What follows belongs to an exercise in optimizing a design on an open flow for a short achievable clock period; a production flow would make more cautious choices. Where RTL was checked, it was by simulation tests only, not by an equivalence proof against the original. Only the layout flow was run in run 6; the RTL was not checked for function there. Power figures rest on the tool's default switching activity, not on a simulated workload.

<file path="flow/run.sh">
#!/bin/bash
# synth_recipe.tcl (not shown) runs the flow's synth.tcl, then flattens the netlist and writes it again
# the make line also repeats each setting of config.mk as NAME=value (left out here)
make -C /OpenROAD-flow-scripts/flow DESIGN_CONFIG=/design/flow/config.mk WORK_HOME=/design/flow/orfs CLKGATE_MAP_FILE= SYNTH_SCRIPT=/design/flow/synth_recipe.tcl finish
</file>
<file path="flow/design.v">
package bp_pkg;
   typedef enum logic [1:0] {
      STRONG_NT = 2'b00,
      WEAK_NT   = 2'b01,
      WEAK_T    = 2'b10,
      STRONG_T  = 2'b11
   } counter_t;
   localparam logic [31:0] STAT_MAX = 32'hFFFF_FFFF;
   function automatic counter_t sat_next(counter_t c, logic taken);
      counter_t n;
      n = c;
      case (c)
         bp_pkg::STRONG_NT: n = taken ? bp_pkg::WEAK_NT  : bp_pkg::STRONG_NT;
         bp_pkg::WEAK_NT:   n = taken ? bp_pkg::WEAK_T   : bp_pkg::STRONG_NT;
         bp_pkg::WEAK_T:    n = taken ? bp_pkg::STRONG_T : bp_pkg::WEAK_NT;
         bp_pkg::STRONG_T:  n = taken ? bp_pkg::STRONG_T : bp_pkg::WEAK_T;
         default:   n = bp_pkg::STRONG_NT;
      endcase
      sat_next = n;
   endfunction
endpackage
module bp_counter_table
#(
   parameter  int ENTRIES = 16
) (
   input  logic               CLK,
   output logic [2*ENTRIES-1:0] ctr,
   input  logic [ENTRIES-1:0] wr_en,
   input  logic               wr_taken,
   input  logic [ENTRIES-1:0] wr_alloc
);
   bp_pkg::counter_t c [ENTRIES];
   always_ff @(posedge CLK) begin
      for (int i = 0; i < ENTRIES; i++) begin
         if (wr_en[i]) begin
            if (wr_alloc[i]) c[i] <= wr_taken ? bp_pkg::WEAK_T : bp_pkg::WEAK_NT;
            else             c[i] <= bp_pkg::sat_next(c[i], wr_taken);
         end
      end
   end
   always_comb begin
      for (int i = 0; i < ENTRIES; i++) ctr[2*i +: 2] = c[i];
   end
endmodule
module br_predictor_btb
#(
   parameter  int ENTRIES = 16,
   parameter  int HIST_W  = 4,
   localparam int IDX_W   = $clog2(ENTRIES)
) (
   input  logic              CLK,
   input  logic              nRST,
   input  logic [31:0]       lookup_pc,
   output logic              hit,
   output logic              predict,
   output logic [31:0]       pred_target,
   output logic [HIST_W-1:0] pred_hist,
   input  logic              pc_en,
   input  logic              upd_valid,
   input  logic [31:0]       upd_pc,
   input  logic              upd_taken,
   input  logic [31:0]       upd_target,
   input  logic              upd_pred,
   input  logic [HIST_W-1:0] upd_hist,
   output logic [31:0]       br_count,
   output logic [31:0]       mispred_count
);
   localparam int TAG_W = 32 - IDX_W - 2;
   logic [ENTRIES-1:0] valid;
   logic [TAG_W-1:0]   tags    [ENTRIES];
   logic [31:0]        targets [ENTRIES];
   logic [2*ENTRIES-1:0] ctr;
   logic [IDX_W-1:0]   l_idx, u_idx;
   logic [TAG_W-1:0]   l_tag, u_tag;
   logic               upd;
   assign l_idx = lookup_pc[IDX_W+1:2];
   assign l_tag = lookup_pc[31:IDX_W+2];
   assign u_idx = upd_pc[IDX_W+1:2];
   assign u_tag = upd_pc[31:IDX_W+2];
   assign upd = upd_valid & pc_en;
   logic [ENTRIES-1:0] l_sel;
   logic [ENTRIES-1:0] l_taken;
   logic [31:0]        l_tgt;
   always_comb begin
      for (int i = 0; i < ENTRIES; i++)
         l_sel[i] = (l_idx == IDX_W'(i)) && valid[i] && (tags[i] == l_tag);
   end
   always_comb begin
      l_tgt = '0;
      for (int i = 0; i < ENTRIES; i++) begin
         l_taken[i] = l_sel[i] & ctr[2*i+1];
         l_tgt      = l_tgt | ({32{l_sel[i]}} & targets[i]);
      end
   end
   assign hit         = |l_sel;
   assign predict     = |l_taken;
   assign pred_target = l_tgt;
   assign pred_hist   = '0;
   logic [ENTRIES-1:0] u_sel, u_hit, u_alloc, u_tgt_we;
   always_comb begin
      for (int i = 0; i < ENTRIES; i++) begin
         u_sel[i]    = upd && (u_idx == IDX_W'(i));
         u_hit[i]    = valid[i] && (tags[i] == u_tag);
         u_alloc[i]  = u_sel[i] & ~u_hit[i];
         u_tgt_we[i] = u_sel[i] & (~u_hit[i] | upd_taken);
      end
   end
   bp_counter_table #(.ENTRIES(ENTRIES)) u_ctr (
      .CLK      (CLK),
      .ctr      (ctr),
      .wr_en    (u_sel),
      .wr_taken (upd_taken),
      .wr_alloc (~u_hit)
   );
   always_ff @(posedge CLK or negedge nRST) begin
      if (!nRST)           valid <= '0;
      else                 valid <= valid | u_alloc;
   end
   always_ff @(posedge CLK) begin
      for (int i = 0; i < ENTRIES; i++) begin
         if (u_alloc[i])  tags[i]    <= u_tag;
         if (u_tgt_we[i]) targets[i] <= upd_target;
      end
   end
   logic unused_bits;
   assign unused_bits = ^{lookup_pc[1:0], upd_pc[1:0], upd_hist};
   always_ff @(posedge CLK or negedge nRST) begin
      if (!nRST) begin
         br_count      <= '0;
         mispred_count <= '0;
      end else if (upd) begin
         if (br_count != bp_pkg::STAT_MAX) br_count <= br_count + 32'd1;
         if ((upd_pred != upd_taken) && (mispred_count != bp_pkg::STAT_MAX))
            mispred_count <= mispred_count + 32'd1;
      end
   end
endmodule
</file>
<file path="flow/config.mk">
export PLATFORM = sky130hd
export DESIGN_NAME = br_predictor_btb
export DESIGN_NICKNAME = br_predictor_btb
export VERILOG_FILES = /design/flow/design.v
export SDC_FILE = /design/flow/constraint.sdc
export NUM_CORES = 4
export LEC_CHECK = 0
export CAP_MARGIN = 20
export CORE_MARGIN = 2
export CORE_UTILIZATION = 40
export SETUP_SLACK_MARGIN = 5.0
export SLEW_MARGIN = 20
</file>
<file path="flow/constraint.sdc">
create_clock -name core_clock -period 7.0 [get_ports {CLK}]
set_input_delay 1.4000 -clock core_clock [delete_from_list [all_inputs] [get_ports {CLK}]]
set_output_delay 1.4000 -clock core_clock [all_outputs]
set_load 0.01 [all_outputs]
</file>
==> impl_metrics.csv, run 1 <==
group,metric,value,unit
timing,whs,0.526,ns
grt,grt_usage,33.4,%
timing,slew_violations,0,
setup_path,worst_path_max_delay_cell,"or4_4",
routing,ant_nets,0,
grt,grt_pass1_vias,36100,
timing,hold_violations,0,
run,cap_violations,0,
setup_path,critical_path.max_fanout,17,
routing,wire_per_inst,35.0,µm
place,pre_cts_slack,0.814,ns
yosys,synth_top_area_share,60.6,%
grt,grt_pass1_wl,282000,µm
routing,wl,213000,µm
final_layout,layout-drive-gt1-share,36.7,%
setup_path,worstPathArrival,3.73,ns
clocking,numClockSinks,1040,
routing,drt_pre_antenna_iters,9,
timing,setup-violations-final,0,
clocking,clock_latency,0.79,ns
yosys,synthArstFlopShare,7.69,%
yosys,netlist_top_cells_count,"edfxtp_1, xnor2_1, nand3_1",
yosys,syn_avg_cell_area,13.5,µm²
timing,fin_crit_sh,73.3,%
yosys,synthTopCellsByArea,"edfxtp_1, xnor2_1, nand3_1",
timing,worstMarginPinSlew,0.659,ns
yosys,synth_top_area_cell,"edfxtp_1",
setup_path,critPathKind,"primary input to output port",
yosys,synth.most_common_cell,"edfxtp_1",
yosys,synth.yosys.seq_area_share,64.8,%
outcome,status,"complete, no violations",
place,dp_hpwl,89100,µm
clocking,root_buffer,"clkbuf_16",
grt,grt_max_degree,48,
floorplan,dieWidth,349,µm
yosys,yosysUniqueCellTypes,48,
timing,rsz0062_at_grt,"true",
clocking,clockBufferDepth,3,
power,total_leakage_power,24.4,nW
yosys,synth_edf_count,960,
setup_path,cp.required,5.60,ns
clocking,cts_tree,"yes",
yosys,synth_warnings,5,
setup_path,reg2reg_depth,8,
floorplan,ios,208,
routing,drc,0,
yosys,synth-main-ff-cell,"edfxtp_1",
final_layout,nets,4565,
setup_path,path_buf_inv,7,
clocking,path_clk_slew,0.06,ns
setup_path,path_cells,"buf_6 -> buf_16 -> buf_12 -> buf_4 -> xnor2_1 -> nand4_1 -> nor4_4 -> buf_4 -> clkbuf_16 -> nand3_1 -> nand4_1 -> or4_4 -> buf_6",
yosys,ys_ff_latch,1040,
place,gp_congestion,0.830,
power,finalPower,14.5,mW
floorplan,die_h,349,µm
yosys,syn_area,47600,µm²
setup_path,crit_path_end_kind,"output port",
worst_hold_path,whs_path_depth,1,
yosys,syn_inst,3524,
setup_path,worst-path-stages,13,
timing,skew,0.0777,ns
routing,num_vias,38300,
clocking,numCtsBuffers,113,
grt,grt-ovfl-total,0,
clocking,htreeDepth,3,
final_layout,area_delta_synth_final,45.1,%
floorplan,core,118000,µm²
setup_path,cp_top_family,"simple AND/OR/NAND/NOR gates",
power,p_per_area,210,nW/µm²
setup_path,cpPeakStageDelay,0.58,ns
timing,slew_headroom,56.1,%
final_layout,post-route-util,58.5,%
worst_hold_path,hold_class,"register to register",
timing,fin_setup_tns,0,ns
routing,drtIter0Drc,6132,
routing,viasPerCell,6.28,
timing,fin_ws,1.87,ns
grt,antenna_found_initial,10,
floorplan,rows,126,
setup_path,cp-start-kind,"primary input",
floorplan,start_util,40.3,%
floorplan,die_area,122000,µm²
power,ir_drop,189,µV
timing,fmax,195,MHz
timing,period_needed,5.13,ns
place,portBuffers,195,
==> path summary, 6_finish.rpt <==
check,startpoint,to,slack (ns)
worst min-delay path,valid[3],valid[3],0.53
max in group asynchronous,nRST,mispred_count[10],5.31
worst max register to register,tags[7][0],targets[7][7],4.57
worst min register to register,valid[3],valid[3],0.53
worst max-delay path,lookup_pc[16],pred_target[23],1.87
min in group asynchronous,nRST,br_count[19],0.61
==> placed cells by master (no fill, tap or decap), types with 27 or more instances in the layout <==
master	Yosys	final
and2_4	0	56
nand2_1	60	47
xnor2_2	0	143
nor2_4	0	37
buf_12	0	194
o21a_4	0	48
edfxtp_1	960	960
buf_2	126	38
nand4_1	341	341
dfrtp_1	80	70
or4_4	1	35
buf_16	0	73
clkinv_1	0	27
nor2_1	66	29
nor4_4	1	36
nand3_2	0	69
clkdlybuf4s50_1	0	32
buf_4	40	308
xnor2_1	706	554
nand3_1	562	485
xor2_1	188	181
buf_6	3	235
buf_8	0	44
clkbuf_1	48	32
clkbuf_16	0	123
==> per-stage QoR <==
step,instance area (µm²),std cells
floorplan,50500,3527
global placement,52900,5141
detailed placement,52900,5141
CTS,66300,5949
global route,69000,6090
finish,69100,6094
==> metal layers <==
metal	global-route usage (%)	share of wire, %
met4	18.3	7.4
met5	0.880	0.13
met2	49.6	43
met3	11.7	15
met1	42.5	35
==> layout make-up <==
| type | instances | area (µm²) |
|---|---|---|
| inverters | 25 | 97.6 |
| clock buffers | 148 | 3000 |
| flip-flops and latches | 1040 | 30800 |
| multi-input cells | 2322 | 19800 |
| repair buffers | 954 | 12800 |
| repair inverters | 1 | 7.51 |
| clock inverters | 63 | 571 |
| fillers | 8800 | 49000 |
| diodes | 5 | 12.5 |
| well taps | 1536 | 1920 |
==> kinds of logic after synthesis <==
family | Yosys count | synth area share, %
fa+ha+maj | 2 | 0.0526
buf+inv | 243 | 2.61
mux | 1 | 0.0237
simple gates | 1241 | 14.7
xor+xnor | 894 | 16.4
other cells | 1 | 0.00788
compound gates | 102 | 1.39
flops | 1040 | 64.8
==> worst register-to-register path: stages (launching register included) <==
cell and delay (ns):
edfxtp_1 0.48, xor2_1 0.22, nor4_2 0.30, nand3_1 0.16
nor4_4 0.36, buf_12 0.18, a21boi_4 0.11, buf_8 0.21
buf_12 0.15
==> sequential cells by signal, summed over array words and instances (netlist names) <==
signal         cells
u_ctr.c           32
br_count          32
tags             416
mispred_count     32
valid             16
targets          512
==> report_power, final <==
group | internal, mW | total [mW] | switching (mW) | leakage, nW
Clock | 3.22 | 5.89 | 2.67 | 1.73
Sequential | 6.91 | 6.99 | 0.0844 | 9.68
Combinational | 0.760 | 1.58 | 0.824 | 12.9
==> repair_timing <==
item                       4_1_cts  5_1_grt
resized for setup             1322      301
setup buffers                  459      129
hold buffers                     0        0
pin swaps                      281      201
cloned                         138       11
setup endpoints to repair     1177     1173
==> inputs of run 2 (changes only) <==
--- a/flow/config.mk
+++ b/flow/config.mk
@@ -7,6 +7,6 @@
 export LEC_CHECK = 0
 export CAP_MARGIN = 20
 export CORE_MARGIN = 2
-export CORE_UTILIZATION = 40
+export CORE_UTILIZATION = 65
 export SETUP_SLACK_MARGIN = 5.0
 export SLEW_MARGIN = 20
==> run 2 against run 1 <==
Against the previous run:
- the run now fails in global routing (5_1_grt)
- synthesized cell count did not move
- synthesized area did not move
==> impl_metrics.csv, run 2 <==
group,metric,value,unit
clocking,root_buffer,"clkbuf_16",
grt,grt_max_degree,47,
clocking,numClockSinks,1040,
clocking,numCtsBuffers,106,
floorplan,dieWidth,275,µm
grt,grt-ovfl-total,693,
outcome,failed_stage,"global routing (5_1_grt)",
floorplan,die_h,275,µm
floorplan,rows,99,
place,portBuffers,195,
outcome,status,"did not finish",
yosys,synth-main-ff-cell,"edfxtp_1",
clocking,hold_buffers,0,
yosys,syn_area,47600,µm²
yosys,synthArstFlopShare,7.69,%
floorplan,start_util,65.5,%
yosys,synth_edf_count,960,
floorplan,ios,208,
yosys,synth.yosys.seq_area_share,64.8,%
yosys,synth.most_common_cell,"edfxtp_1",
yosys,synth_top_area_cell,"edfxtp_1",
grt,grt_usage,85.7,%
clocking,clockBufferDepth,3,
yosys,synth_warnings,5,
yosys,yosysUniqueCellTypes,48,
place,dp_hpwl,87600,µm
yosys,ys_ff_latch,1040,
outcome,tool.error,"[ERROR GRT-0232] Routing congestion too high. Check the congestion heatmap in the GUI.",
yosys,synth_top_area_share,60.6,%
yosys,syn_avg_cell_area,13.5,µm²
yosys,syn_inst,3524,
yosys,netlist_top_cells_count,"edfxtp_1, xnor2_1, nand3_1",
clocking,htreeDepth,3,
place,placed_cells,4562,
yosys,synthTopCellsByArea,"edfxtp_1, xnor2_1, nand3_1",
place,gp_congestion,0.869,
run 2: metrics by stage:
step / power, mW / cell area [µm²] / setup WS (ns)
global placement: 8.06 / 52100 / 0.826
floorplan: 7.73 / 50500 / 2.74
detailed placement: 8.09 / 52100 / 0.793
CTS: 14.4 / 67200 / 1.98
run 2: logic make-up after synthesis:
logic type | Yosys count | synth area share (%)
adder cells (fa/ha/maj) | 2 | 0.0526
other | 1 | 0.00788
AND/OR/NAND/NOR | 1241 | 14.7
buffers and inverters | 243 | 2.61
multiplexers | 1 | 0.0237
flip-flops | 1040 | 64.8
AO/OA/AOI/OAI | 102 | 1.39
XOR/XNOR | 894 | 16.4
run 2: routing by layer:
metal / GRT usage [%] / overflow
met2: 97.6 / 342
met1: 83.4 / 41
met4: 87.2 / 266
met5: 50.0 / 5
met3: 77.5 / 39
run 2: worst max-delay path by stage:
stage | from | endpoint | cells after the start
detailed placement | lookup_pc[7] | predict | 10
floorplan | lookup_pc[25] | pred_target[10] | 9
global placement | lookup_pc[7] | predict | 10
CTS | lookup_pc[13] | pred_target[28] | 14
run 2: what timing repair did:
item                       in CTS
buffers inserted              526
pin swaps                     261
gates resized for setup      1445
cloned                        157
setup endpoints to repair    1187
run 2: power groups by stage:
stage / registers (mW) / logic, mW / clock network [mW]
2_1_floorplan: 7.12 / 0.605 / 0
3_3_place_gp: 7.13 / 0.938 / 0
3_5_place_dp: 7.13 / 0.957 / 0
4_1_cts: 6.99 / 1.47 / 5.91
==> inputs of run 3 (changes only) <==
--- a/flow/config.mk
+++ b/flow/config.mk
@@ -7,6 +7,6 @@
 export LEC_CHECK = 0
 export CAP_MARGIN = 20
 export CORE_MARGIN = 2
-export CORE_UTILIZATION = 65
-export SETUP_SLACK_MARGIN = 5.0
+export CORE_UTILIZATION = 55
+export SETUP_SLACK_MARGIN = 2.0
 export SLEW_MARGIN = 20
==> run 3 against run 2 <==
Against the previous run:
- now clean on timing, DRC and antenna
- synthesized area did not move
- synthesized cell count did not move
==> impl_metrics.csv, run 3 <==
group,metric,value,unit
timing,setup-violations-final,0,
final_layout,final_common_cell,"edfxtp_1",
place,dp_hpwl,90300,µm
power,p_int,10.6,mW
floorplan,ios,208,
power,clkPwrFrac,41.1,%
yosys,synth.yosys.seq_area_share,64.8,%
setup_path,critPathLaunch,"lookup_pc[5]",
yosys,synth_edf_count,960,
yosys,synthTopCellsByArea,"edfxtp_1, xnor2_1, nand3_1",
timing,fin_crit_sh,72.1,%
timing,hold_violations,0,
timing,slew_violations,0,
setup_path,rrSetupSlack,4.04,ns
routing,wl,180000,µm
clocking,path_clk_slew,0.06,ns
setup_path,r2r-start,"tags[14][21]",
clocking,cts_tree,"yes",
setup_path,critPathKind,"primary input to output port",
timing,fmax,198,MHz
setup_path,reg2reg_depth,5,
place,pre_cts_slack,0.692,ns
floorplan,die_h,298,µm
clocking,numClockSinks,1040,
final_layout,largest_reg_flops,512,
grt,grt_usage,38.7,%
final_layout,largest_register,"targets",
routing,drc,0,
floorplan,dieWidth,298,µm
routing,ant_nets,0,
grt,grt_pass1_wl,243000,µm
yosys,synth_top_area_share,60.6,%
floorplan,start_util,55.7,%
setup_path,cp.required,5.60,ns
floorplan,die_area,88900,µm²
setup_path,reg2reg_to,"targets[14][7]",
final_layout,layout-drive-gt1-share,18.5,%
grt,grt_pass1_vias,33000,
run,cap_violations,0,
power,ir_drop,191,µV
routing,num_vias,34300,
routing,drt_pre_antenna_iters,7,
clocking,htreeDepth,3,
yosys,ys_ff_latch,1040,
routing,viasPerCell,6.60,
power,finalPower,13.8,mW
final_layout,final_cell_mix,"edfxtp_1, xnor2_1, nand3_1",
yosys,syn_area,47600,µm²
clocking,clock_latency,0.70,ns
yosys,synth_top_area_cell,"edfxtp_1",
grt,antenna_found_initial,12,
worst_hold_path,hold_class,"register to register",
final_layout,area_delta_synth_final,24.3,%
outcome,status,"complete, no violations",
grt,grt-ovfl-total,0,
timing,fin_setup_tns,0,ns
power,p_per_area,233,nW/µm²
place,portBuffers,195,
yosys,syn_avg_cell_area,13.5,µm²
power,pwr-share-seq,50.9,%
yosys,netlist_top_cells_count,"edfxtp_1, xnor2_1, nand3_1",
clocking,numCtsBuffers,108,
routing,drtIter0Drc,5801,
yosys,synth.most_common_cell,"edfxtp_1",
yosys,synth-main-ff-cell,"edfxtp_1",
place,gp_congestion,0.889,
timing,period_needed,5.05,ns
setup_path,cp-start-kind,"primary input",
timing,fin_ws,1.95,ns
final_layout,top_regs,"targets x512, tags x416",
yosys,synth_warnings,5,
final_layout,nets,4075,
yosys,syn_inst,3524,
setup_path,cp-endpoint,"pred_target[24]",
clocking,hold_buffers,0,
routing,wire_per_inst,34.7,µm
power,total_leakage_power,19.7,nW
setup_path,crit_path_end_kind,"output port",
power,sw_frac_of_total,23.1,%
floorplan,rows,107,
timing,skew,0.0347,ns
grt,grt_max_degree,49,
timing,worstMarginPinSlew,1.20,ns
yosys,synthArstFlopShare,7.69,%
power,power_frac_comb,7.9,%
clocking,root_buffer,"clkbuf_16",
floorplan,core,85400,µm²
setup_path,worstPathArrival,3.65,ns
clocking,clockBufferDepth,3,
power,switching_power,3.17,mW
setup_path,critical_path.max_fanout,34,
timing,slew_headroom,20.3,%
timing,rsz0062_at_grt,"true",
yosys,yosysUniqueCellTypes,48,
-- run 3: cell counts after synthesis --
No cell type changed its count.
-- run 3: cells by family after synthesis --
family,after synthesis,synth area share [%]
AO/OA/AOI/OAI,102,1.39
XOR/XNOR,894,16.4
adder cells (fa/ha/maj),2,0.0526
buffers and inverters,243,2.61
flip-flops,1040,64.8
multiplexers,1,0.0237
other,1,0.00788
AND/OR/NAND/NOR,1241,14.7
-- run 3: power groups by stage --
stage	logic, mW	clock network (mW)	registers [mW]
6_report	1.09	5.66	7.00
2_1_floorplan	0.477	0	7.12
3_5_place_dp	0.918	0	7.13
5_1_grt	1.13	5.92	7.02
3_3_place_gp	0.906	0	7.12
4_1_cts	1.05	5.67	7.00
-- run 3: worst max-delay path, cell delays in order --
cell             delay, ns
clkdlybuf4s15_2       0.31
nor2b_1               0.19
buf_4                 0.19
nand3_1               0.15
nor4_4                0.07
buf_12                0.16
nand3_1               0.19
nand4_1               0.12
or4_4                 0.59
buf_6                 0.15
-- run 3: through the flow --
step                instance area [µm²]  cells  hold slack [ns]  utilization, %
floorplan                         47600   3527            0.455               -
detailed placement                51400   4774            0.482            60.2
CTS                               58000   5154            0.497            67.9
finish                            59200   5202            0.498            69.3
global placement                  51400   4773            0.481            60.1
global route                      59100   5199            0.522            69.2
-- run 3: cell type report --
type / count / area [µm²]
Sequential cell: 1040 / 30800
Fill cell: 5985 / 26300
Multi-Input combinational cell: 2244 / 16300
Timing Repair Buffer: 548 / 7070
Clock buffer: 144 / 2960
Tap cell: 1144 / 1430
Clock inverter: 54 / 458
Inverter: 25 / 93.8
Antenna cell: 3 / 7.51
-- run 3: worst min path at each step --
stage                       from      endpoint  slack (ns)  depth (start not counted)
global route           valid[14]     valid[14]        0.52                          1
detailed placement      valid[2]      valid[2]        0.48                          1
floorplan               valid[8]      valid[8]        0.46                          1
global placement        valid[2]      valid[2]        0.48                          1
finish              br_count[20]  br_count[20]        0.50                          1
CTS                 br_count[20]  br_count[20]        0.50                          1
-- run 3: per-layer routing --
metal / GRT usage [%] / routed length [µm] / vias to the layer above
met2: 58.9 / 79800 / 2554
li1: - / - / 14100
met1: 52.9 / 66800 / 17200
met4: 14.5 / 8480 / 14
met5: 0 / 92 / -
met3: 11.4 / 25000 / 497
-- run 3: timing repair --
| item | in CTS | in global routing |
|---|---|---|
| setup endpoints to repair | 34 | 34 |
| buffers inserted | 144 | 22 |
| gates cloned | 38 | 22 |
| hold endpoints to repair | 0 | 0 |
| gates resized for setup | 435 | 113 |
| pin swaps | 92 | 92 |
==> inputs of run 4 (changes only) <==
--- a/flow/config.mk
+++ b/flow/config.mk
@@ -7,6 +7,6 @@
 export LEC_CHECK = 0
 export CAP_MARGIN = 20
 export CORE_MARGIN = 2
-export CORE_UTILIZATION = 55
+export CORE_UTILIZATION = 40
 export SETUP_SLACK_MARGIN = 2.0
 export SLEW_MARGIN = 20
==> run 4 against run 3 <==
Against the previous run:
- setup slack gained 0.035 ns
- largest cell class unchanged
- count of clock-buffer cells in the layout rose by 10
- fmax up 0.70%
- final cell count increased by 7.0%
- non-clock buffer count fell by 48
- critical path type unchanged
- sequential power barely moved
- largest power group unchanged
==> impl_metrics.csv, run 4 <==
group,metric,value,unit
worst_hold_path,hold_class,"register to register",
final_layout,layout-drive-gt1-share,17.3,%
place,dp_hpwl,89400,µm
grt,grt_pass1_wl,238000,µm
timing,period_needed,5.01,ns
floorplan,die_h,349,µm
timing,rsz0062_at_grt,"true",
routing,drt_pre_antenna_iters,5,
final_layout,post-route-util,50.0,%
yosys,synth_warnings,5,
worst_hold_path,hp-start,"mispred_count[4]",
final_layout,final_cell_count_no_fill,5564,
power,finalPower,14.0,mW
clocking,cts_tree,"yes",
floorplan,dieWidth,349,µm
grt,grt_pass1_vias,32100,
setup_path,r2r-start,"tags[7][1]",
yosys,synth_top_family_by_area,"XOR/XNOR gates",
final_layout,top_regs,"targets x512, tags x416",
final_layout,area_delta_synth_final,23.9,%
grt,grt_max_degree,49,
clocking,clockBufferDepth,3,
place,pre_cts_slack,0.797,ns
setup_path,cp-start-kind,"primary input",
routing,wire_per_inst,31.0,µm
power,total_leakage_power,19.4,nW
yosys,synthTopCellsByArea,"edfxtp_1, xnor2_1, nand3_1",
yosys,synthSimpleGateAreaFrac,14.7,%
floorplan,ios,208,
timing,skew,0.0587,ns
timing,fmax,200,MHz
setup_path,reg2reg_depth,7,
floorplan,core,118000,µm²
yosys,synth_mux_area_share,0.0237,%
routing,drtIter0Drc,4340,
yosys,synthArstFlopShare,7.69,%
setup_path,reg2reg_to,"valid[7]",
timing,slew_headroom,19.2,%
routing,num_vias,33200,
yosys,synth-main-ff-cell,"edfxtp_1",
run,cap_violations,0,
final_layout,largest_register,"targets",
clocking,path_clk_slew,0.06,ns
setup_path,worstPathArrival,3.61,ns
yosys,synth_top_area_share,60.6,%
timing,fin_setup_tns,0,ns
routing,drc,0,
final_layout,final_cell_mix,"edfxtp_1, xnor2_1, nand3_1",
clocking,numCtsBuffers,112,
power,p_per_area,237,nW/µm²
final_layout,nets,4031,
clocking,numClockSinks,1040,
timing,fin_crit_sh,71.6,%
yosys,synth_edf_count,960,
yosys,synth.most_common_cell,"edfxtp_1",
floorplan,rows,126,
floorplan,die_area,122000,µm²
grt,grt-ovfl-total,0,
clocking,htreeDepth,3,
grt,antenna_found_initial,9,
final_layout,final_common_cell,"edfxtp_1",
outcome,status,"complete, no violations",
routing,ant_nets,0,
setup_path,critical_path.max_fanout,17,
grt,grt_usage,27.5,%
setup_path,critPathLaunch,"lookup_pc[9]",
clocking,clock_latency,0.75,ns
setup_path,critPathKind,"primary input to output port",
routing,wl,172000,µm
timing,slew_violations,0,
yosys,syn_avg_cell_area,13.5,µm²
yosys,yosysUniqueCellTypes,48,
timing,fin_ws,1.99,ns
yosys,synth.yosys.seq_area_share,64.8,%
timing,hold_violations,0,
setup_path,rrSetupSlack,4.03,ns
setup_path,crit_path_end_kind,"output port",
timing,whs,0.493,ns
timing,worstMarginPinSlew,1.20,ns
yosys,synth_xor_xnor_area_share,16.4,%
yosys,syn_inst,3524,
routing,viasPerCell,5.96,
yosys,ys_ff_latch,1040,
timing,setup-violations-final,0,
yosys,netlist_top_cells_count,"edfxtp_1, xnor2_1, nand3_1",
place,gp_congestion,0.842,
clocking,root_buffer,"clkbuf_16",
final_layout,largest_reg_flops,512,
yosys,syn_area,47600,µm²
yosys,synthAdderAreaFrac,0.0526,%
yosys,synth_compound_gate_area_share,1.39,%
setup_path,cp-endpoint,"pred_target[28]",
final_layout,finalInstanceArea,59000,µm²
place,placed_cells,5170,
yosys,synth_top_area_cell,"edfxtp_1",
place,placed_cell_area,51900,µm²
place,portBuffers,195,
floorplan,start_util,40.3,%
setup_path,cp.required,5.60,ns
power,ir_drop,203,µV
-- run 4: cell counts after synthesis --
No cell type changed its count.
-- run 4: kinds of logic after synthesis --
group / count (synthesis)
buffers and inverters: 243
AND/OR/NAND/NOR: 1241
adder cells (fa/ha/maj): 2
AO/OA/AOI/OAI: 102
multiplexers: 1
XOR/XNOR: 894
flip-flops: 1040
other: 1
-- run 4: report_power, final --
group	switching, mW	internal [mW]
logic	0.629	0.441
registers	0.0953	6.91
clock network	2.56	3.35
total	3.29	10.7
-- run 4: worst min path at each step --
stage	slack, ns	to	cells after the start
after global placement	0.48	valid[5]	1
after floorplan	0.46	valid[8]	1
after CTS	0.50	mispred_count[4]	1
after global routing	0.52	mispred_count[28]	1
after detailed placement	0.49	valid[0]	1
final	0.49	mispred_count[4]	1
-- run 4: layer usage --
metal / global-route usage [%] / share of wire (%) / vias to the layer above
met2: 43.6 / 46 / 1920
met3: 6.45 / 11 / 370
met1: 36.1 / 39 / 16900
li1: - / - / 14000
met4: 11.6 / 4.2 / 8
met5: 0 / 0.030 / -
-- run 4: final cells by class --
class / count / area [µm²]
diodes: 5 / 12.5
well taps: 1536 / 1920
flip-flops and latches: 1040 / 30800
clock inverters: 60 / 592
inverters: 25 / 93.8
clock buffers: 154 / 3080
repair buffers: 500 / 6270
fillers: 9975 / 59100
multi-input cells: 2244 / 16200
-- run 4: critical path: stages --
cell	delay, ns
buf_6	0.23
buf_8	0.22
xnor2_1	0.09
nand4_1	0.15
nor4_4	0.07
buf_12	0.15
bufbuf_16	0.31
nand3_1	0.11
nand4_1	0.12
or4_4	0.57
buf_6	0.16
-- run 4: timing repair --
action	4_1_cts	5_1_grt
gates resized for setup	407	67
gates cloned	32	15
hold buffers	0	0
setup buffers	116	12
setup endpoints to repair	34	34
pin swaps	66	58
==> inputs of run 5 (changes only) <==
--- a/flow/config.mk
+++ b/flow/config.mk
@@ -8,5 +8,6 @@
 export CAP_MARGIN = 20
 export CORE_MARGIN = 2
 export CORE_UTILIZATION = 40
-export SETUP_SLACK_MARGIN = 2.0
+export SETUP_SLACK_MARGIN = 3.5
 export SLEW_MARGIN = 20
+export TNS_END_PERCENT = 10
==> run 5 against run 4 <==
Against the previous run:
- count of clock-buffer cells in the layout down 14
- global-route usage up 2.0 points
- total power up 1.3%
- combinational power up 4%
- final area up 5.1%
- final cell count up 1.9%
- still clean on timing, DRC and antenna
- register-to-register slack better by 0.13 ns
- sequential share of layout area down 2.6 points
- clock skew up 0.037 ns
- largest cell class unchanged
- non-clock buffer count up 101
- critical path depth up 2
==> impl_metrics.csv, run 5 <==
group,metric,value,unit
outcome,status,"complete, no violations",
grt,grt_usage,29.4,%
timing,fmax,199,MHz
worst_hold_path,hold_class,"register to register",
power,p_per_area,228,nW/µm²
setup_path,rrSetupSlack,4.16,ns
clocking,clockBufferDepth,3,
place,dp_hpwl,93300,µm
floorplan,rows,126,
final_layout,nets,4133,
power,ir_drop,205,µV
setup_path,reg2reg_depth,6,
clocking,cts_tree,"yes",
yosys,synth_top_area_share,60.6,%
final_layout,final_cell_mix,"edfxtp_1, xnor2_1, nand3_1",
place,placed_cells,5189,
setup_path,crit_path_end_kind,"output port",
setup_path,r2r-start,"tags[13][0]",
final_layout,area_delta_synth_final,30.3,%
place,gp_congestion,0.846,
yosys,synth_edf_count,960,
routing,viasPerCell,6.09,
power,finalPower,14.2,mW
place,portBuffers,195,
yosys,synthTopCellsByArea,"edfxtp_1, xnor2_1, nand3_1",
floorplan,dieWidth,349,µm
clocking,numClockSinks,1040,
floorplan,core,118000,µm²
timing,fin_setup_tns,0,ns
grt,grt_pass1_wl,253000,µm
yosys,synth.most_common_cell,"edfxtp_1",
setup_path,path_buf_inv,7,
routing,ant_nets,0,
setup_path,cp.required,5.60,ns
final_layout,nFillCells,9620,
floorplan,die_area,122000,µm²
routing,wire_per_inst,32.8,µm
yosys,syn_inst,3524,
final_layout,regArea,30800,µm²
timing,whs,0.491,ns
setup_path,reg2reg_to,"targets[13][12]",
final_layout,largest_register,"targets",
yosys,synth_top_area_cell,"edfxtp_1",
grt,antenna_found_initial,15,
timing,slew_headroom,17.6,%
floorplan,die_h,349,µm
setup_path,cpPeakStageDelay,0.59,ns
timing,slew_violations,0,
final_layout,top_regs,"targets x512, tags x416",
floorplan,ios,208,
timing,hold_violations,0,
setup_path,cp-endpoint,"pred_target[31]",
grt,grt_max_degree,50,
setup_path,cp-start-kind,"primary input",
clocking,hold_buffers,0,
routing,wl,186000,µm
setup_path,worst_path_max_delay_cell,"or4_4",
setup_path,critical_path.max_fanout,8,
final_layout,post-route-util,52.5,%
final_layout,final_cell_count_no_fill,5668,
final_layout,final_common_cell,"edfxtp_1",
setup_path,critPathLaunch,"lookup_pc[22]",
setup_path,critPathKind,"primary input to output port",
clocking,clock_latency,0.75,ns
grt,grt_pass1_vias,33200,
yosys,synthArstFlopShare,7.69,%
yosys,yosysUniqueCellTypes,48,
yosys,synth_warnings,5,
setup_path,worstPathArrival,3.64,ns
timing,rsz0062_at_grt,"true",
clocking,htreeDepth,3,
clocking,root_buffer,"clkbuf_16",
timing,worstMarginPinSlew,1.24,ns
final_layout,layout-drive-gt1-share,22.6,%
setup_path,cp_top_family,"buffers and inverters",
setup_path,path_cells,"buf_6 -> buf_12 -> buf_12 -> buf_6 -> xnor2_1 -> nand4_1 -> nor4_4 -> buf_12 -> buf_16 -> nand3_2 -> nand4_1 -> or4_4 -> buf_6",
run,cap_violations,0,
final_layout,multi_input_area,17000,µm²
setup_path,worst-path-stages,13,
timing,period_needed,5.04,ns
final_layout,largest_reg_flops,512,
grt,grt-ovfl-total,0,
yosys,syn_avg_cell_area,13.5,µm²
clocking,path_clk_slew,0.06,ns
yosys,synth.yosys.seq_area_share,64.8,%
power,total_leakage_power,20.5,nW
routing,drtIter0Drc,5003,
yosys,ys_ff_latch,1040,
yosys,synth-main-ff-cell,"edfxtp_1",
routing,drt_pre_antenna_iters,6,
timing,setup-violations-final,0,
timing,fin_crit_sh,72.0,%
clocking,numCtsBuffers,113,
routing,num_vias,34500,
timing,skew,0.0954,ns
floorplan,start_util,40.3,%
yosys,syn_area,47600,µm²
yosys,netlist_top_cells_count,"edfxtp_1, xnor2_1, nand3_1",
routing,drc,0,
run 5: cell counts after synthesis:
No cell type changed its count.
run 5: layout make-up:
class	count	area share [%]
flip-flops and latches	1040	49.7
clock buffers	140	4.79
clock inverters	70	1.23
multi-input cells	2244	27.4
inverters	25	0.151
repair buffers	601	13.5
diodes	12	0.0484
well taps	1536	3.10
run 5: routing by layer:
metal	track usage (%)	part of all wire (%)	vias up
met5	0	0.059	-
met4	14.4	5.6	16
met3	6.82	11	546
met2	46.5	45	2260
met1	38.1	38	17500
li1	-	-	14200
run 5: how the worst min path moves through the flow:
stage / from / end / slack (ns) / depth (start not counted)
2_1_floorplan: valid[8] / valid[8] / 0.46 / 1
3_3_place_gp: mispred_count[4] / mispred_count[4] / 0.48 / 1
3_5_place_dp: valid[2] / valid[2] / 0.48 / 1
4_1_cts: valid[2] / valid[2] / 0.50 / 1
5_1_grt: br_count[16] / br_count[16] / 0.52 / 1
6_report: br_count[16] / br_count[16] / 0.49 / 1
run 5: power breakdown:
part / switching [mW] / internal [mW]
combinational: 0.641 / 0.467
clock: 2.60 / 3.46
sequential: 0.0953 / 6.91
run 5: through the flow:
step,area [µm²],worst slack [ns]
6_report,62000,1.96
5_1_grt,62000,1.94
4_1_cts,60800,2.03
3_5_place_dp,52400,0.450
3_3_place_gp,52400,0.442
2_1_floorplan,48800,2.74
run 5: logic make-up (layout without fill, tap and decap cells):
group           after synthesis  in the layout  share of synthesized area (%)
compound gates              102            102                           1.39
xor+xnor                    894            894                           16.4
fa+ha+maj                     2              2                         0.0526
buf+inv                     243            836                           2.61
flops                      1040           1040                           64.8
mux                           1              1                         0.0237
other cells                   1             16                        0.00788
simple gates               1241           1241                           14.7
run 5: what timing repair did:
action	CTS	global route
gates cloned	59	14
setup endpoints to repair	761	747
pin swaps	168	136
resized for setup	601	133
setup buffers	156	28
run 5: worst reg2reg max path, cell delays in order, from the launching register on:
cell and delay, ns:
edfxtp_1 0.45, xnor2_1 0.26, nand4_1 0.16, nor4_1 0.32, nand4_1 0.50, o21a_2 0.64, buf_12 0.28
==> inputs of run 6 (changes only) <==
--- a/flow/design.v
+++ b/flow/design.v
@@ -79,22 +79,17 @@
    assign u_tag = upd_pc[31:IDX_W+2];
    assign upd = upd_valid & pc_en;
    logic [ENTRIES-1:0] l_sel;
-   logic [ENTRIES-1:0] l_taken;
    logic [31:0]        l_tgt;
+   logic               l_ctr_t;
    always_comb begin
       for (int i = 0; i < ENTRIES; i++)
          l_sel[i] = (l_idx == IDX_W'(i)) && valid[i] && (tags[i] == l_tag);
    end
-   always_comb begin
-      l_tgt = '0;
-      for (int i = 0; i < ENTRIES; i++) begin
-         l_taken[i] = l_sel[i] & ctr[2*i+1];
-         l_tgt      = l_tgt | ({32{l_sel[i]}} & targets[i]);
-      end
-   end
+   assign l_tgt   = targets[l_idx];
+   assign l_ctr_t = ctr[2*l_idx+1];
    assign hit         = |l_sel;
-   assign predict     = |l_taken;
-   assign pred_target = l_tgt;
+   assign predict     = hit & l_ctr_t;
+   assign pred_target = {32{hit}} & l_tgt;
    assign pred_hist   = '0;
    logic [ENTRIES-1:0] u_sel, u_hit, u_alloc, u_tgt_we;
    always_comb begin
--- a/flow/config.mk
+++ b/flow/config.mk
@@ -8,6 +8,5 @@
 export CAP_MARGIN = 20
 export CORE_MARGIN = 2
 export CORE_UTILIZATION = 40
-export SETUP_SLACK_MARGIN = 3.5
+export SETUP_SLACK_MARGIN = 5.0
 export SLEW_MARGIN = 20
-export TNS_END_PERCENT = 10
==> run 6 against run 5 <==
Against the previous run:
- still clean
- total power increased by 5.3%
- via count is 1.8% higher
- final area increased by 9.0%
- routed wire length rose by 4.3%
- combinational power increased by 63%
- count of clock-buffer cells in the layout is 4 higher
- sequential share of layout area is 4.1 points lower
- clock skew is 0.031 ns lower
- hold slack better by 0.030 ns
- fmax decreased by 0.88%
- critical path depth unchanged
- critical path type unchanged
- critical endpoint is now pred_target[23]
==> impl_metrics.csv, run 6 <==
group,metric,value,unit
run,cap_violations,0,
clocking,path_clk_slew,0.06,ns
place,portBuffers,195,
timing,slew_violations,0,
yosys,syn_avg_cell_area,14.6,µm²
yosys,syn_inst,3187,
place,placed_cell_area,51800,µm²
worst_hold_path,worstHoldEndpoint,"valid[12]",
routing,num_vias,35100,
timing,fmax,197,MHz
floorplan,ios,208,
setup_path,cp-start-kind,"primary input",
final_layout,nets,4232,
yosys,netlist_top_cells_count,"edfxtp_1, xnor2_1, nand4_1",
floorplan,rows,125,
routing,wl,194000,µm
power,p_per_area,221,nW/µm²
grt,grt_max_degree,59,
setup_path,critical_path.max_fanout,7,
setup_path,crit_path_end_kind,"output port",
yosys,synth_warnings,5,
floorplan,start_util,40.2,%
routing,viasPerCell,6.12,
yosys,synth_top_area_share,61.9,%
grt,grt_pass1_wl,261000,µm
grt,grt_usage,31.1,%
setup_path,cp.required,5.60,ns
final_layout,largest_reg_flops,512,
power,finalPower,14.9,mW
clocking,clock_latency,0.75,ns
yosys,synthArstFlopShare,7.69,%
routing,drtIter0Drc,5147,
routing,drt_pre_antenna_iters,6,
setup_path,critPathKind,"primary input to output port",
place,dp_hpwl,84900,µm
clocking,numClockSinks,1040,
clocking,clockBufferDepth,3,
timing,skew,0.0645,ns
routing,ant_nets,0,
final_layout,final_cell_mix,"edfxtp_1, xnor2_1, buf_4",
final_layout,final_common_cell,"edfxtp_1",
timing,slew_headroom,52.2,%
setup_path,reg2reg_depth,8,
timing,setup-violations-final,0,
yosys,ys_ff_latch,1040,
yosys,synth_edf_count,960,
yosys,synthTopCellsByArea,"edfxtp_1, xnor2_1, dfrtp_1",
floorplan,core,116000,µm²
floorplan,dieWidth,345,µm
timing,hold_violations,0,
yosys,synth_top_area_cell,"edfxtp_1",
floorplan,die_area,119000,µm²
worst_hold_path,hp-start,"valid[12]",
grt,grt-ovfl-total,0,
yosys,syn_area,46500,µm²
clocking,root_buffer,"clkbuf_16",
grt,antenna_found_initial,13,
grt,grt_pass1_vias,33100,
timing,fin_crit_sh,72.6,%
clocking,htreeDepth,3,
setup_path,reg2reg_to,"targets[10][21]",
power,total_leakage_power,23.9,nW
routing,wire_per_inst,33.7,µm
timing,rsz0062_at_grt,"true",
floorplan,die_h,345,µm
timing,period_needed,5.08,ns
timing,worstMarginPinSlew,0.717,ns
power,ir_drop,231,µV
worst_hold_path,whs_path_depth,1,
outcome,status,"complete, no violations",
yosys,synth.yosys.seq_area_share,66.2,%
yosys,synth.most_common_cell,"edfxtp_1",
setup_path,r2r-start,"tags[10][1]",
worst_hold_path,hold_class,"register to register",
yosys,yosysUniqueCellTypes,55,
final_layout,area_delta_synth_final,45.3,%
yosys,synth-main-ff-cell,"edfxtp_1",
clocking,cts_tree,"yes",
routing,drc,0,
clocking,numCtsBuffers,111,
timing,fin_setup_tns,0,ns
place,gp_congestion,0.855,
final_layout,largest_register,"targets",
setup_path,worstPathArrival,3.68,ns
final_layout,finalInstanceArea,67600,µm²
final_layout,top_regs,"targets x512, tags x416",
setup_path,rrSetupSlack,4.61,ns
final_layout,layout-drive-gt1-share,39.8,%
## run 6: cell count changes in the layout (fill, tap and decap cells not counted), sizes merged, moves of 33 or more
cell           before  now
clkdlybuf4s50     104   32
nand4             341  234
buf               475  878
a22oi               0  168
nand3             562   60
and2               17   64
a21oi              33   81
or4                35    2
## run 6: worst max path at each step
stage / to / slack (ns) / from
finish: pred_target[23] / 1.92 / lookup_pc[18]
global route: pred_target[29] / 1.84 / lookup_pc[3]
CTS: pred_target[26] / 1.99 / lookup_pc[22]
floorplan: pred_target[10] / 2.71 / lookup_pc[31]
detailed placement: pred_target[25] / 0.43 / lookup_pc[12]
global placement: pred_target[10] / 0.48 / lookup_pc[12]
## run 6: cells by family (layout without fill, tap and decap cells)
family / after synthesis / count (layout) / share of synthesized area, %
multiplexers: 7 / 7 / 0.290
AND/OR/NAND/NOR: 601 / 647 / 7.69
other: 1 / 13 / 0.00806
XOR/XNOR: 895 / 895 / 16.8
flip-flops: 1040 / 1040 / 66.2
buffers and inverters: 226 / 1168 / 2.32
AO/OA/AOI/OAI: 415 / 451 / 6.55
adder cells (fa/ha/maj): 2 / 2 / 0.0538
## run 6: what timing repair did
item	CTS	global route
gates cloned	118	6
setup endpoints to repair	1189	1157
setup buffers	470	122
gates resized for setup	1341	289
hold buffers	0	0
pin swaps	202	159
## run 6: stage by stage
| step | hold WS [ns] | std cells | worst slack (ns) | utilization [%] |
|---|---|---|---|---|
| CTS | 0.513 | 5610 | 1.99 | 56.1 |
| floorplan | 0.455 | 3190 | 2.71 | - |
| global route | 0.533 | 5743 | 1.84 | 58.4 |
| detailed placement | 0.482 | 4819 | 0.433 | 44.8 |
| finish | 0.521 | 5747 | 1.92 | 58.4 |
| global placement | 0.478 | 4819 | 0.484 | 44.8 |
## run 6: final cells by class
class                           instances  area, µm²
Antenna cell                            9       22.5
Clock buffer                          144       3010
Clock inverter                         59        744
Fill cell                            8746      48100
Inverter                               28        105
Multi-Input combinational cell       2006      19200
Sequential cell                      1040      30800
Tap cell                             1524       1910
Timing Repair Buffer                  937      11800
## run 6: worst max-delay path, cell delays in order
cell and delay (ns):
buf_8 0.12, buf_12 0.16, buf_12 0.14, xnor2_2 0.11, nand4_1 0.17, nor4_4 0.37
a22oi_2 0.20, and4_4 0.22, buf_12 0.15, buf_16 0.17, buf_12 0.14, a21oi_4 0.12
buf_2 0.13
## run 6: power by group
group          internal, mW  switching (mW)
combinational         0.854           0.955
sequential             6.91          0.0887
clock                  3.49            2.63
## run 6: per-layer routing
| layer | up-vias | GRT usage [%] | wire [µm] |
|---|---|---|---|
| li1 | 14100 | - | - |
| met1 | 17800 | 40.9 | 71600 |
| met2 | 2588 | 48.4 | 87300 |
| met3 | 630 | 6.62 | 22300 |
| met4 | 2 | 16.4 | 12500 |
| met5 | - | 0 | 17 |
==> inputs of run 7 (changes only) <==
--- a/flow/design.v
+++ b/flow/design.v
@@ -79,17 +79,22 @@
    assign u_tag = upd_pc[31:IDX_W+2];
    assign upd = upd_valid & pc_en;
    logic [ENTRIES-1:0] l_sel;
+   logic [ENTRIES-1:0] l_taken;
    logic [31:0]        l_tgt;
-   logic               l_ctr_t;
    always_comb begin
       for (int i = 0; i < ENTRIES; i++)
          l_sel[i] = (l_idx == IDX_W'(i)) && valid[i] && (tags[i] == l_tag);
    end
-   assign l_tgt   = targets[l_idx];
-   assign l_ctr_t = ctr[2*l_idx+1];
+   always_comb begin
+      l_tgt = '0;
+      for (int i = 0; i < ENTRIES; i++) begin
+         l_taken[i] = l_sel[i] & ctr[2*i+1];
+         l_tgt      = l_tgt | ({32{l_sel[i]}} & targets[i]);
+      end
+   end
    assign hit         = |l_sel;
-   assign predict     = hit & l_ctr_t;
-   assign pred_target = {32{hit}} & l_tgt;
+   assign predict     = |l_taken;
+   assign pred_target = l_tgt;
    assign pred_hist   = '0;
    logic [ENTRIES-1:0] u_sel, u_hit, u_alloc, u_tgt_we;
    always_comb begin
==> flow/flow/run.sh (new file) <==
#!/bin/bash
set -euo pipefail
cd "$(dirname "$0")/.."
DU="$(cat flow/platform_dont_use.txt flow/dont_use.txt | tr '\n' ' ')"
bash standard.sh "DONT_USE_CELLS=$DU" finish > standard.log 2>&1
==> flow/flow/dont_use.txt (new file) <==
sky130_fd_sc_hd__or3_1
sky130_fd_sc_hd__or3_2
sky130_fd_sc_hd__or3_4
sky130_fd_sc_hd__or4_1
sky130_fd_sc_hd__or4_2
sky130_fd_sc_hd__or4_4
sky130_fd_sc_hd__or3b_1
sky130_fd_sc_hd__or3b_2
sky130_fd_sc_hd__or3b_4
sky130_fd_sc_hd__or4b_1
sky130_fd_sc_hd__or4b_2
sky130_fd_sc_hd__or4b_4
sky130_fd_sc_hd__or4bb_1
sky130_fd_sc_hd__or4bb_2
sky130_fd_sc_hd__or4bb_4
==> flow/flow/platform_dont_use.txt (new file) <==
sky130_fd_sc_hd__probe_p_8
sky130_fd_sc_hd__probec_p_8
sky130_fd_sc_hd__lpflow_bleeder_1
sky130_fd_sc_hd__lpflow_clkbufkapwr_1
sky130_fd_sc_hd__lpflow_clkbufkapwr_16
sky130_fd_sc_hd__lpflow_clkbufkapwr_2
sky130_fd_sc_hd__lpflow_clkbufkapwr_4
sky130_fd_sc_hd__lpflow_clkbufkapwr_8
sky130_fd_sc_hd__lpflow_clkinvkapwr_1
sky130_fd_sc_hd__lpflow_clkinvkapwr_16
sky130_fd_sc_hd__lpflow_clkinvkapwr_2
sky130_fd_sc_hd__lpflow_clkinvkapwr_4
sky130_fd_sc_hd__lpflow_clkinvkapwr_8
sky130_fd_sc_hd__lpflow_decapkapwr_12
sky130_fd_sc_hd__lpflow_decapkapwr_3
sky130_fd_sc_hd__lpflow_decapkapwr_4
sky130_fd_sc_hd__lpflow_decapkapwr_6
sky130_fd_sc_hd__lpflow_decapkapwr_8
sky130_fd_sc_hd__lpflow_inputiso0n_1
sky130_fd_sc_hd__lpflow_inputiso0p_1
sky130_fd_sc_hd__lpflow_inputiso1n_1
sky130_fd_sc_hd__lpflow_inputiso1p_1
sky130_fd_sc_hd__lpflow_inputisolatch_1
sky130_fd_sc_hd__lpflow_isobufsrc_1
sky130_fd_sc_hd__lpflow_isobufsrc_16
sky130_fd_sc_hd__lpflow_isobufsrc_2
sky130_fd_sc_hd__lpflow_isobufsrc_4
sky130_fd_sc_hd__lpflow_isobufsrc_8
sky130_fd_sc_hd__lpflow_isobufsrckapwr_16
sky130_fd_sc_hd__lpflow_lsbuf_lh_hl_isowell_tap_1
sky130_fd_sc_hd__lpflow_lsbuf_lh_hl_isowell_tap_2
sky130_fd_sc_hd__lpflow_lsbuf_lh_hl_isowell_tap_4
sky130_fd_sc_hd__lpflow_lsbuf_lh_isowell_4
sky130_fd_sc_hd__lpflow_lsbuf_lh_isowell_tap_1
sky130_fd_sc_hd__lpflow_lsbuf_lh_isowell_tap_2
sky130_fd_sc_hd__lpflow_lsbuf_lh_isowell_tap_4
sky130_fd_sc_hd__fill_1
sky130_fd_sc_hd__fill_2
sky130_fd_sc_hd__fill_4
sky130_fd_sc_hd__fill_8
==> flow/standard.sh (new file) <==
#!/bin/bash
# synth_recipe.tcl (not shown) runs the flow's synth.tcl, then flattens the netlist and writes it again
# the make line also repeats each setting of config.mk as NAME=value (left out here)
make -C /OpenROAD-flow-scripts/flow DESIGN_CONFIG=/design/flow/config.mk WORK_HOME=/design/flow/orfs CLKGATE_MAP_FILE= SYNTH_SCRIPT=/design/flow/synth_recipe.tcl "${@:-finish}"
--- a/flow/config.mk
+++ b/flow/config.mk
@@ -8,5 +8,5 @@
 export CAP_MARGIN = 20
 export CORE_MARGIN = 2
 export CORE_UTILIZATION = 40
-export SETUP_SLACK_MARGIN = 5.0
+export SETUP_SLACK_MARGIN = 2.0
 export SLEW_MARGIN = 20
removed: flow/run.sh
==> run 7 against run 6 <==
Against the previous run:
- largest power group unchanged
- critical path depth grew 1
- combinational power shrank 36%
- still clean on timing, DRC and antenna
- fmax shrank 4.1%
- via count shrank 0.42%
==> impl_metrics.csv, run 7 <==
group,metric,value,unit
outcome,status,"complete, no violations",
clocking,clockBufferDepth,3,
clocking,numClockSinks,1040,
setup_path,path_cells,"buf_4 -> buf_12 -> buf_12 -> buf_12 -> xor2_1 -> nor4_2 -> nand4_4 -> buf_12 -> buf_16 -> buf_6 -> nor3_1 -> a2111oi_1 -> nand4_1 -> buf_2",
floorplan,start_util,40.4,%
worst_hold_path,hold_class,"register to register",
place,placed_cells,5521,
yosys,synthTopCellsByArea,"edfxtp_1, xor2_1, xnor2_1",
routing,ant_nets,0,
final_layout,top_regs,"targets x512, tags x416",
routing,drc,0,
setup_path,reg2reg_depth,6,
grt,grt_usage,28.1,%
yosys,synth-main-ff-cell,"edfxtp_1",
clocking,path_clk_slew,0.05,ns
floorplan,die_area,126000,µm²
yosys,synth_edf_count,960,
yosys,synth.yosys.seq_area_share,62.6,%
floorplan,rows,128,
routing,viasPerCell,5.75,
timing,setup-violations-final,0,
final_layout,final_cell_mix,"edfxtp_1, xor2_1, inv_1",
run,cap_violations,0,
setup_path,rrSetupSlack,4.02,ns
power,clkPwrFrac,42.0,%
yosys,syn_area,49200,µm²
yosys,synth_warnings,5,
final_layout,nFillCells,9836,
timing,slew_headroom,17.9,%
final_layout,nets,4468,
floorplan,die_h,355,µm
power,sw_frac_of_total,23.8,%
timing,fin_setup_tns,0,ns
grt,grt-ovfl-total,0,
timing,hold_violations,0,
timing,skew,0.0525,ns
place,portBuffers,195,
yosys,synth.most_common_cell,"edfxtp_1",
setup_path,cp.required,5.60,ns
clocking,cts_tree,"yes",
setup_path,critPathLaunch,"lookup_pc[30]",
routing,drt_pre_antenna_iters,6,
timing,fin_crit_sh,75.7,%
final_layout,layout-drive-gt1-share,26.6,%
timing,fmax,189,MHz
final_layout,largest_register,"targets",
timing,rsz0062_at_grt,"true",
routing,wire_per_inst,30.2,µm
setup_path,worstPathArrival,3.90,ns
timing,slew_violations,0,
setup_path,reg2reg_to,"targets[2][16]",
yosys,ys_ff_latch,1040,
setup_path,cpPeakStageDelay,0.59,ns
routing,wl,184000,µm
routing,num_vias,35000,
power,p_per_area,216,nW/µm²
clocking,numCtsBuffers,112,
grt,grt_max_degree,48,
power,power_frac_comb,8.2,%
power,ir_drop,213,µV
setup_path,r2r-start,"tags[2][21]",
final_layout,area_delta_synth_final,32.2,%
timing,worstMarginPinSlew,1.22,ns
setup_path,cp-endpoint,"pred_target[0]",
final_layout,largest_reg_flops,512,
timing,period_needed,5.30,ns
power,pwr-share-seq,49.8,%
place,gp_congestion,0.839,
grt,antenna_found_initial,14,
yosys,synth_top_area_cell,"edfxtp_1",
setup_path,critical_path.max_fanout,5,
yosys,synth_top_area_share,58.6,%
setup_path,critPathKind,"primary input to output port",
yosys,syn_inst,3752,
final_layout,final_cell_count_no_fill,6086,
grt,grt_pass1_vias,33700,
power,p_int,10.7,mW
place,dp_hpwl,92600,µm
setup_path,cp_top_family,"buffers and inverters",
clocking,root_buffer,"clkbuf_16",
yosys,yosysUniqueCellTypes,52,
power,switching_power,3.35,mW
setup_path,worst_path_max_delay_cell,"a2111oi_1",
floorplan,ios,208,
floorplan,dieWidth,355,µm
yosys,netlist_top_cells_count,"edfxtp_1, xor2_1, nor3_1",
setup_path,crit_path_end_kind,"output port",
grt,grt_pass1_wl,251000,µm
setup_path,worst-path-stages,14,
yosys,syn_avg_cell_area,13.1,µm²
timing,whs,0.489,ns
floorplan,core,122000,µm²
clocking,clock_latency,0.74,ns
setup_path,crit_top_cell,"buf_12",
yosys,synthArstFlopShare,7.69,%
final_layout,final_common_cell,"edfxtp_1",
setup_path,path_buf_inv,8,
clocking,htreeDepth,3,
power,total_leakage_power,23.8,nW
routing,drtIter0Drc,4251,
setup_path,cp-start-kind,"primary input",
==> run 7: changes by cell type after synthesis, sizes merged, moves of 55 or more <==
cell | before | now
nor3 | 61 | 421
nand4 | 234 | 158
xor2 | 211 | 585
a2111oi | 0 | 132
clkbuf | 68 | 13
inv | 28 | 414
buf | 130 | 190
nor4 | 78 | 157
xnor2 | 684 | 309
a22oi | 168 | 0
==> run 7: power groups by stage <==
stage / clock network [mW] / logic, mW / registers (mW)
CTS: 5.94 / 1.12 / 7.01
finish: 5.91 / 1.16 / 7.01
detailed placement: 0 / 0.922 / 7.13
floorplan: 0 / 0.471 / 7.13
global placement: 0 / 0.914 / 7.13
global route: 6.19 / 1.20 / 7.02
==> run 7: area by class of cell <==
type                    instances  area (µm²)  share of cell area (%)
diodes                          5        12.5                  0.0192
clock buffers                 160        3110                    4.77
clock inverters                50         510                   0.785
inverters                     414        1550                    2.39
multi-input cells            2097       18400                    28.3
flip-flops and latches       1040       30800                    47.4
well taps                    1625        2030                    3.12
repair buffers                695        8610                    13.2
==> run 7: how the worst min path moves through the flow <==
stage | start | end | slack [ns] | cells past startpoint
6_report | br_count[27] | br_count[27] | 0.49 | 1
5_1_grt | br_count[27] | br_count[27] | 0.51 | 1
4_1_cts | br_count[27] | br_count[27] | 0.49 | 1
3_5_place_dp | br_count[27] | br_count[27] | 0.48 | 1
3_3_place_gp | br_count[16] | br_count[16] | 0.48 | 1
2_1_floorplan | valid[6] | valid[6] | 0.46 | 1
==> run 7: logic make-up after synthesis <==
kind of cell	synth area share, %
other	0.00762
adder cells (fa/ha/maj)	0.0508
AND/OR/NAND/NOR	11.2
XOR/XNOR	15.9
AO/OA/AOI/OAI	3.85
buffers and inverters	6.30
multiplexers	0.0458
flip-flops	62.6
==> run 7: repair_timing <==
action,4_1_cts,5_1_grt
cloned,46,5
resized for setup,778,285
endpoints found under the setup margin,34,34
setup buffers,243,56
hold buffers,0,0
hold endpoints to repair,0,0
pin swaps,131,97
==> run 7: through the flow <==
step                power (mW)  utilization, %  setup slack (ns)  cell area, µm²
floorplan                 7.60               -              2.01           49200
global placement          8.05            43.7             0.440           53300
detailed placement        8.05            43.7             0.407           53300
CTS                       14.1            51.6              1.76           62900
global route              14.4            53.4              1.71           65100
finish                    14.1            53.4              1.70           65100
==> run 7: metal layers <==
metal / share of wire (%) / routed length, µm / track usage [%]
met1: 38 / 68900 / 36.4
met2: 46 / 84900 / 44.5
met3: 10 / 19000 / 6.06
met4: 5.8 / 10700 / 14.2
met5: 0.019 / 35 / 0

[what the ideal ports hide]
The flow's constraints put no driver on any port. The routed layouts listed below were extracted and timed again, unchanged, in two steps. Step 1 (the two cells are an assumption about what drives the block):
set clk [get_ports {CLK}]
set_driving_cell -lib_cell sky130_fd_sc_hd__clkbuf_16 $clk
set_driving_cell -lib_cell sky130_fd_sc_hd__buf_2 [delete_from_list [all_inputs] $clk]
Step 2 adds t to the input delays and takes it off the output delays; t is the mean of the earliest and latest rising clock arrival at the registers after step 1. Input paths then give back, and output paths get back, about the clock's delay inside the block. a / b / c = no drivers / after step 1 / after step 2; a / b = the first two.
| run | t, ns | slack for setup (ns) | worst setup path at the end | worst register clock-pin slew, ns |
|---|---|---|---|---|
| run 1 | 0.823 | 1.867 / 1.834 / 1.834 | input to output | 0.08 / 0.08 |
| run 3 | 0.756 | 1.952 / 1.911 / 1.911 | input to output | 0.07 / 0.07 |
| run 4 | 0.789 | 1.988 / 1.854 / 1.854 | input to output | 0.06 / 0.06 |
| run 5 | 0.775 | 1.963 / 1.927 / 1.927 | input to output | 0.07 / 0.07 |
| run 6 | 0.786 | 1.918 / 1.837 / 1.837 | input to output | 0.07 / 0.07 |
| run 7 | 0.779 | 1.699 / 1.659 / 1.659 | input to output | 0.07 / 0.07 |
After both steps setup and hold are still met in every run listed. For run 4, which loses most, drivers alone change the setup slack by -0.134 ns; drivers and shift together by -0.134 ns.
